Source: an optimization exercise on an open RTL-to-GDS flow (aim: small area and a short achievable clock period). Production flows keep margins and buffers that such runs may drop.
In this exercise RTL edits were held to simulation tests only and were not proved equivalent to the original.

`run.sh`:
```
#!/bin/bash
# synth_recipe.tcl (not shown) runs the flow's synth.tcl, then flattens the netlist and writes it again
# the make line also repeats each setting of config.mk as NAME=value (left out here)
make -C /OpenROAD-flow-scripts/flow DESIGN_CONFIG=/design/flow/config.mk WORK_HOME=/design/flow/orfs CLKGATE_MAP_FILE= SYNTH_SCRIPT=/design/flow/synth_recipe.tcl finish
```
`config.mk`:
```
export PLATFORM = sky130hd
export DESIGN_NAME = trace_monitor
export DESIGN_NICKNAME = trace_monitor
export VERILOG_FILES = /design/flow/design.v
export SDC_FILE = /design/flow/constraint.sdc
export NUM_CORES = 4
export LEC_CHECK = 0
export CAP_MARGIN = 20
export CORE_MARGIN = 2
export CORE_UTILIZATION = 40
export SLEW_MARGIN = 20
```
`constraint.sdc`:
```
create_clock -name core_clock -period 5.0 [get_ports {clk}]
set_input_delay 1.0000 -clock core_clock [delete_from_list [all_inputs] [get_ports {clk}]]
set_output_delay 1.0000 -clock core_clock [all_outputs]
set_load 0.01 [all_outputs]
```
`design.v`:
```
`default_nettype none
package trace_monitor_pkg;
    typedef enum logic [3:0] {
        TRIG_START_EN   = 4'h0,
        TRIG_END_EN     = 4'h1,
        TRIG_START_ADDR = 4'h2,
        TRIG_END_ADDR   = 4'h3,
        RANGE_LO_EN     = 4'h4,
        RANGE_HI_EN     = 4'h5,
        RANGE_LO        = 4'h6,
        RANGE_HI        = 4'h7
    } ctrl_addr_t;
    localparam int INSTR_WIDTH = 32;
    localparam logic [INSTR_WIDTH-1:0] WFI_INSTRUCTION = 32'h1050_0073;
endpackage
`default_nettype wire
`timescale 1ns/1ns
`default_nettype none
module trace_monitor #(
    parameter int XLEN          = 32,
    parameter int DELTA_WIDTH   = 16,
    parameter int WFI_HOLD      = 8,
    parameter int FIFO_DEPTH    = 8,
    parameter bit WRITE_ON_EDGE = 1'b1
) (
    input  wire logic clk,
    input  wire logic rst_n,
    input  wire logic [XLEN-1:0] pc,
    input  wire logic [31:0] instr,
    input  wire logic en,
    input  wire logic [3:0] ctrl_addr,
    input  wire logic [XLEN-1:0] ctrl_wdata,
    input  wire logic ctrl_write_enable,
    input  wire logic m_tready,
    output logic      m_tvalid,
    output logic [32+DELTA_WIDTH+XLEN-1:0] m_tdata,
    output logic      m_tlast,
    output logic      overflow
);
    localparam int REC_W   = 32 + DELTA_WIDTH + XLEN;
    localparam int MEM_N   = FIFO_DEPTH - 1;           
    localparam int MCNT_W  = $clog2(MEM_N + 1);
    localparam int WCNT_W  = $clog2(WFI_HOLD + 1);
    localparam logic [31:0] WFI = trace_monitor_pkg::WFI_INSTRUCTION;
    logic            we_q;
    logic            wr;
    logic            start_en, end_en, lo_en, hi_en;
    logic [XLEN-1:0] start_addr, end_addr, lo_bound, hi_bound;
    always_ff @(posedge clk) begin
        if (!rst_n) we_q <= 1'b0;
        else        we_q <= ctrl_write_enable;
    end
    assign wr = WRITE_ON_EDGE ? (ctrl_write_enable & ~we_q) : ctrl_write_enable;
    always_ff @(posedge clk) begin
        if (!rst_n) begin
            start_en   <= 1'b0;
            end_en     <= 1'b0;
            start_addr <= '0;
            end_addr   <= '1;
            lo_en      <= 1'b0;
            hi_en      <= 1'b0;
            lo_bound   <= '0;
            hi_bound   <= '1;
        end else if (wr) begin
            case (ctrl_addr)
                trace_monitor_pkg::TRIG_START_EN:   start_en   <= ctrl_wdata[0];
                trace_monitor_pkg::TRIG_END_EN:     end_en     <= ctrl_wdata[0];
                trace_monitor_pkg::TRIG_START_ADDR: start_addr <= ctrl_wdata;
                trace_monitor_pkg::TRIG_END_ADDR:   end_addr   <= ctrl_wdata;
                trace_monitor_pkg::RANGE_LO_EN:     lo_en      <= ctrl_wdata[0];
                trace_monitor_pkg::RANGE_HI_EN:     hi_en      <= ctrl_wdata[0];
                trace_monitor_pkg::RANGE_LO:        lo_bound   <= ctrl_wdata;
                trace_monitor_pkg::RANGE_HI:        hi_bound   <= ctrl_wdata;
                default: ;
            endcase
        end
    end
    logic [XLEN-1:0] pc_s0, hist_pc;
    logic [31:0]     instr_s0, hist_instr;
    logic            s0_ok, hist_ok;
    always_ff @(posedge clk) begin
        pc_s0      <= pc;
        instr_s0   <= instr;
        hist_pc    <= pc_s0;
        hist_instr <= instr_s0;
    end
    always_ff @(posedge clk) begin
        if (!rst_n) begin
            s0_ok   <= 1'b0;
            hist_ok <= 1'b0;
        end else begin
            s0_ok   <= 1'b1;
            hist_ok <= s0_ok;
        end
    end
    logic             hist_is_wfi;
    logic [WCNT_W-1:0] wfi_cnt;
    logic             wfi_stopped;
    logic             retire;
    assign hist_is_wfi = hist_ok && (hist_instr == WFI);
    always_ff @(posedge clk) begin
        if (!rst_n)              wfi_cnt <= '0;
        else if (!hist_is_wfi)   wfi_cnt <= '0;
        else if (wfi_cnt < WFI_HOLD) wfi_cnt <= wfi_cnt + 1'b1;
    end
    assign wfi_stopped = (wfi_cnt == WFI_HOLD);
    assign retire = hist_ok && (hist_pc != '0)
                    && ((pc_s0 != hist_pc) || (wfi_cnt == WFI_HOLD - 1));
    logic started, ended;
    always_ff @(posedge clk) begin
        if (!rst_n) begin
            started <= 1'b0;
            ended   <= 1'b0;
        end else begin
            if (start_en && (pc == start_addr)) begin
                started <= 1'b1;
                ended   <= 1'b0;
            end
            if (end_en && (pc == end_addr)) begin
                ended   <= 1'b1;
                started <= 1'b0;
            end
        end
    end
    logic trig_ok, range_ok, record_write;
    assign trig_ok  = (!start_en || started) && (!end_en || !ended);
    assign range_ok = (!lo_en || (hist_pc >= lo_bound))
                      && (!hi_en || (hist_pc <= hi_bound));
    assign record_write = retire && en && !wfi_stopped && trig_ok && range_ok;
    logic [DELTA_WIDTH-1:0] cycles;
    always_ff @(posedge clk) begin
        if (!rst_n)              cycles <= '0;
        else if (record_write)   cycles <= {{(DELTA_WIDTH-1){1'b0}}, 1'b1};
        else if (cycles != '1)   cycles <= cycles + 1'b1;
    end
    logic [REC_W-1:0] push_data;
    logic             push_last;
    assign push_data = {hist_instr, cycles, hist_pc};
    assign push_last = hist_is_wfi;
    logic [REC_W-1:0]  head_q;
    logic              valid_q, tlast_q, ovf_q;
    logic [MEM_N-1:0][REC_W-1:0] slot_d;
    logic [MEM_N-1:0]  slot_l;
    logic [MEM_N-1:0]  wr_oh, rd_oh;
    logic [MCNT_W-1:0] mcnt;
    logic              mnz, mfull;
    logic              head_free, to_mem, from_mem;
    logic [REC_W-1:0]  next_data;
    logic              next_last;
    assign mnz       = (mcnt != '0);
    assign mfull     = (mcnt == MCNT_W'(MEM_N));
    assign head_free = !valid_q || m_tready;
    assign from_mem  = head_free && mnz;
    assign to_mem    = record_write && !mfull && (mnz || !head_free);
    always_ff @(posedge clk) begin
        for (int i = 0; i < MEM_N; i++) begin
            if (wr_oh[i] && !mfull) begin
                slot_d[i] <= push_data;
                slot_l[i] <= push_last;
            end
        end
    end
    always_comb begin
        next_data = mnz ? '0 : push_data;
        next_last = mnz ? 1'b0 : (record_write && push_last);
        for (int i = 0; i < MEM_N; i++) begin
            next_data = next_data | ({REC_W{rd_oh[i] && mnz}} & slot_d[i]);
            next_last = next_last | (rd_oh[i] && mnz && slot_l[i]);
        end
    end
    always_ff @(posedge clk) begin
        if (head_free) head_q <= next_data;
    end
    always_ff @(posedge clk) begin
        if (!rst_n) begin
            valid_q <= 1'b0;
            tlast_q <= 1'b0;
            ovf_q   <= 1'b0;
            mcnt    <= '0;
            wr_oh   <= MEM_N'(1);
            rd_oh   <= MEM_N'(1);
        end else begin
            valid_q <= (valid_q && !m_tready) || mnz || record_write;
            if (head_free) tlast_q <= next_last;
            if (record_write && mfull) ovf_q <= 1'b1;
            if (to_mem)   wr_oh <= {wr_oh[MEM_N-2:0], wr_oh[MEM_N-1]};
            if (from_mem) rd_oh <= {rd_oh[MEM_N-2:0], rd_oh[MEM_N-1]};
            if (to_mem && !from_mem)      mcnt <= mcnt + 1'b1;
            else if (from_mem && !to_mem) mcnt <= mcnt - 1'b1;
        end
    end
    assign m_tvalid = valid_q;
    assign m_tdata  = head_q;
    assign m_tlast  = tlast_q;
    assign overflow = ovf_q;
endmodule
`default_nettype wire
```
==> results.ini <==
[synth]
synth_edf_count = 647
async_flop_share_pct = 0
yosys_warnings = 1
yosysMostFrequentCell = edfxtp_1
synth_common_cells = 647 x edfxtp_1, 360 x nand2_1, 305 x dfxtp_1, 174 x a21oi_1, 161 x a22oi_1
synth_area_leaders = edfxtp_1 56%, dfxtp_1 17%, nand2_1 3.9%
synth_top_area_cell = edfxtp_1
ys_seq_elements = 952
ys.flop_type = edfxtp_1
synth.yosys.seq_area_share_pct = 73.0
synth.distinct_cells = 63
synth_cells = 2566
synth_area_um2 = 35000
yosysTopAreaCellShare_pct = 55.6
syn_area_per_cell_um2 = 13.6
syn_nets = 2740

[global_route]
grt_max_degree = 65
grt_pass1_vias = 21700
overflow = 0
antenna_found_initial = 0
grtUsageTotal_pct = 20.0
grt_first_pass_wirelength_um = 135000

[timing]
slew_violations = 0
fin_skew_ps = 38.2
fmax_mhz = 264
fin_crit_sh_pct = 75.8
worst_pin_slew_ps = 1070
fin_crit_ps = 3790
rsz0062_at_grt = false
max_slew_margin_pct = 28.8
setup_violations = 0
fin_tns_setup_ps = 0
hold_viol = 0
setup_ws_ps = 1210

[floorplan]
coreArea_um2 = 86800
start_util_pct = 40.3
rows = 108
die_area_um2 = 89800
dieWidth_um = 300
fp.dieH_um = 300
io_pins = 188

[critical_path]
required_ps = 5570
cp_max_fo = 10
cp_data_arrival_time_ps = 4360
cp-start-kind = flip-flop
path_class = reg -> reg
crit_path_end_kind = flip-flop

[route]
first_iter_violations = 1946
drtPass1Iterations = 5
drc = 0
routedWlPerCell_um = 22.7
vias = 21800
vias_per_cell = 5.46
drt_wl_total_um = 90800
antenna_left = 0

[clock_network]
insertion_delay_ps = 670
cts_setup_buffers = 0
cts-buffers-inserted = 98
ctsResizeCount = 0
htreeDepth = 3
clock_sinks = 952
clockBufferDepth = 3
holdBufCountCts = 0
cts_tree = built
root_buffer = clkbuf_16
clkTransAtPathRegs_ps = 60

[worst_hold_path]
hold_path_class = reg -> reg

[final_layout]
finalNetCount = 2929
drive_gt1_share_pct = 7.61
stdcell_area_um2 = 41300
fillers = 7588
diodes = 0
area_growth_pct = 18.2

[job]
cap_violations = 0

[place]
port_buffers = 187
place_ws_ps = 825
placed_cell_area_um2 = 38100
dp_hpwl_um = 53900
gp_congestion = 0.833

[power_and_ir_drop]
p_leak_uw = 0.0141
power_uw = 20800
power_density_nw_per_um2 = 504
ir_drop_uv = 350

[status]
outcome = timing/DRC/antenna clean

report_power, final:
group | switching [uW] | internal [uW] | total, uW
clock | 3050 | 4050 | 7100
combinational | 2490 | 1640 | 4130
sequential | 352 | 9260 | 9610
total | 5890 | 15000 | 20800
layout make-up:
class                      count  area [um2]  area share, %
clock buffer                 132        2750           6.66
clock inverter                50         439           1.06
inverter                      72         274          0.663
multi-input combinational   1409        8670           21.0
sequential                   952       25500           61.8
tap                         1155        1450           3.50
timing repair buffer         222        2200           5.33
critical path, cell delays in order (launching register included):
cell and delay [ps]:
dfxtp_1 500, inv_1 150, ha_1 280, nand2b_1 140
a2111o_1 410, a31oi_1 420, o221ai_1 240, a21oi_2 410
nor3_4 90, ha_1 250, inv_1 80, fa_1 190
xor2_1 100, or3_1 310, a21oi_1 140
flip-flops by register name, summed over array words and instances, names as in the netlist, 16 cells and up:
| register | cells |
|---|---|
| start_addr | 32 |
| head_q | 80 |
| slot_d | 560 |
| hist_pc | 32 |
| lo_bound | 32 |
| end_addr | 32 |
| cycles | 16 |
| instr_s0 | 32 |
| pc_s0 | 32 |
| hi_bound | 32 |
| hist_instr | 32 |
metrics by stage:
stage	std cells	util (%)	hold slack (ps)
2_1_floorplan	2566	-	310
3_3_place_gp	3810	43.9	315
3_5_place_dp	3810	43.9	313
4_1_cts	3992	47.6	314
5_1_grt	3992	47.6	325
6_report	3992	47.6	315
kinds of logic after synthesis:
family                     Yosys count  share of synthesized area (%)
buffers and inverters              205                           2.29
muxes                               10                          0.286
and+or+nand+nor                    715                           9.25
DFF                                952                           73.0
adders and majority gates           69                           2.49
AOI/OAI and AO/OA                  504                           9.87
xor gates and xnor gates           111                           2.78
per-layer routing:
metal  wire length, um  vias to the layer above  share of wire (%)  GRT usage [%]
met5                 0                        -                  0              0
met4              2710                        0                3.0           6.62
met2             42600                      837                 47           32.1
met1             39500                    10800                 44           27.6
li1                  -                     9960                  -              -
met3              5900                      164                6.5           3.49
path summary, 6_finish.rpt:
check	from	end	slack, ps	cells after the start
worst max-delay path	hist_pc[0]	mcnt[2]	1210	14
worst min-delay path	instr_s0[26]	hist_instr[26]	310	0
worst max register to register	hist_pc[0]	mcnt[2]	1210	14
worst min register to register	instr_s0[26]	hist_instr[26]	310	0
cell usage in the layout, fill, tap and decap left out, types with 21 or more instances in the layout:
cell,instances
edfxtp_1,647
nand2_1,359
dfxtp_1,304
clkdlybuf4s50_1,186
a21oi_1,174
a22oi_1,161
nand3_1,132
nor2_1,104
clkbuf_16,101
xnor2_1,91
a221oi_1,78
inv_1,69
ha_1,68
nand4_1,40
o211ai_1,34
buf_4,29
clkinv_2,21

## afterwards: timing with drivers on the ports
Ports are ideal in the flow. The routed layout listed here was re-timed in OpenROAD. Step 1 (the two cells are an assumption about what drives the block):
set clk [get_ports {clk}]
set_driving_cell -lib_cell sky130_fd_sc_hd__clkbuf_16 $clk
set_driving_cell -lib_cell sky130_fd_sc_hd__buf_2 [delete_from_list [all_inputs] $clk]
Step 2, shift: input delay + t, output delay - t, t = (earliest + latest rising clock arrival at the registers) / 2. This alone moves slack from input paths to output paths. Slacks: no drivers / after step 1 / after step 2; pairs: no drivers / after step 1.
t, ns: 0.714
setup WS [ns]: 1.211 / 1.211 / 0.655
worst data-port slew with drivers (ns): 0.05
After both steps this run still meets setup and hold. The setup slack of this run moves by 0.000 ns with the drivers and by -0.556 ns with both steps.
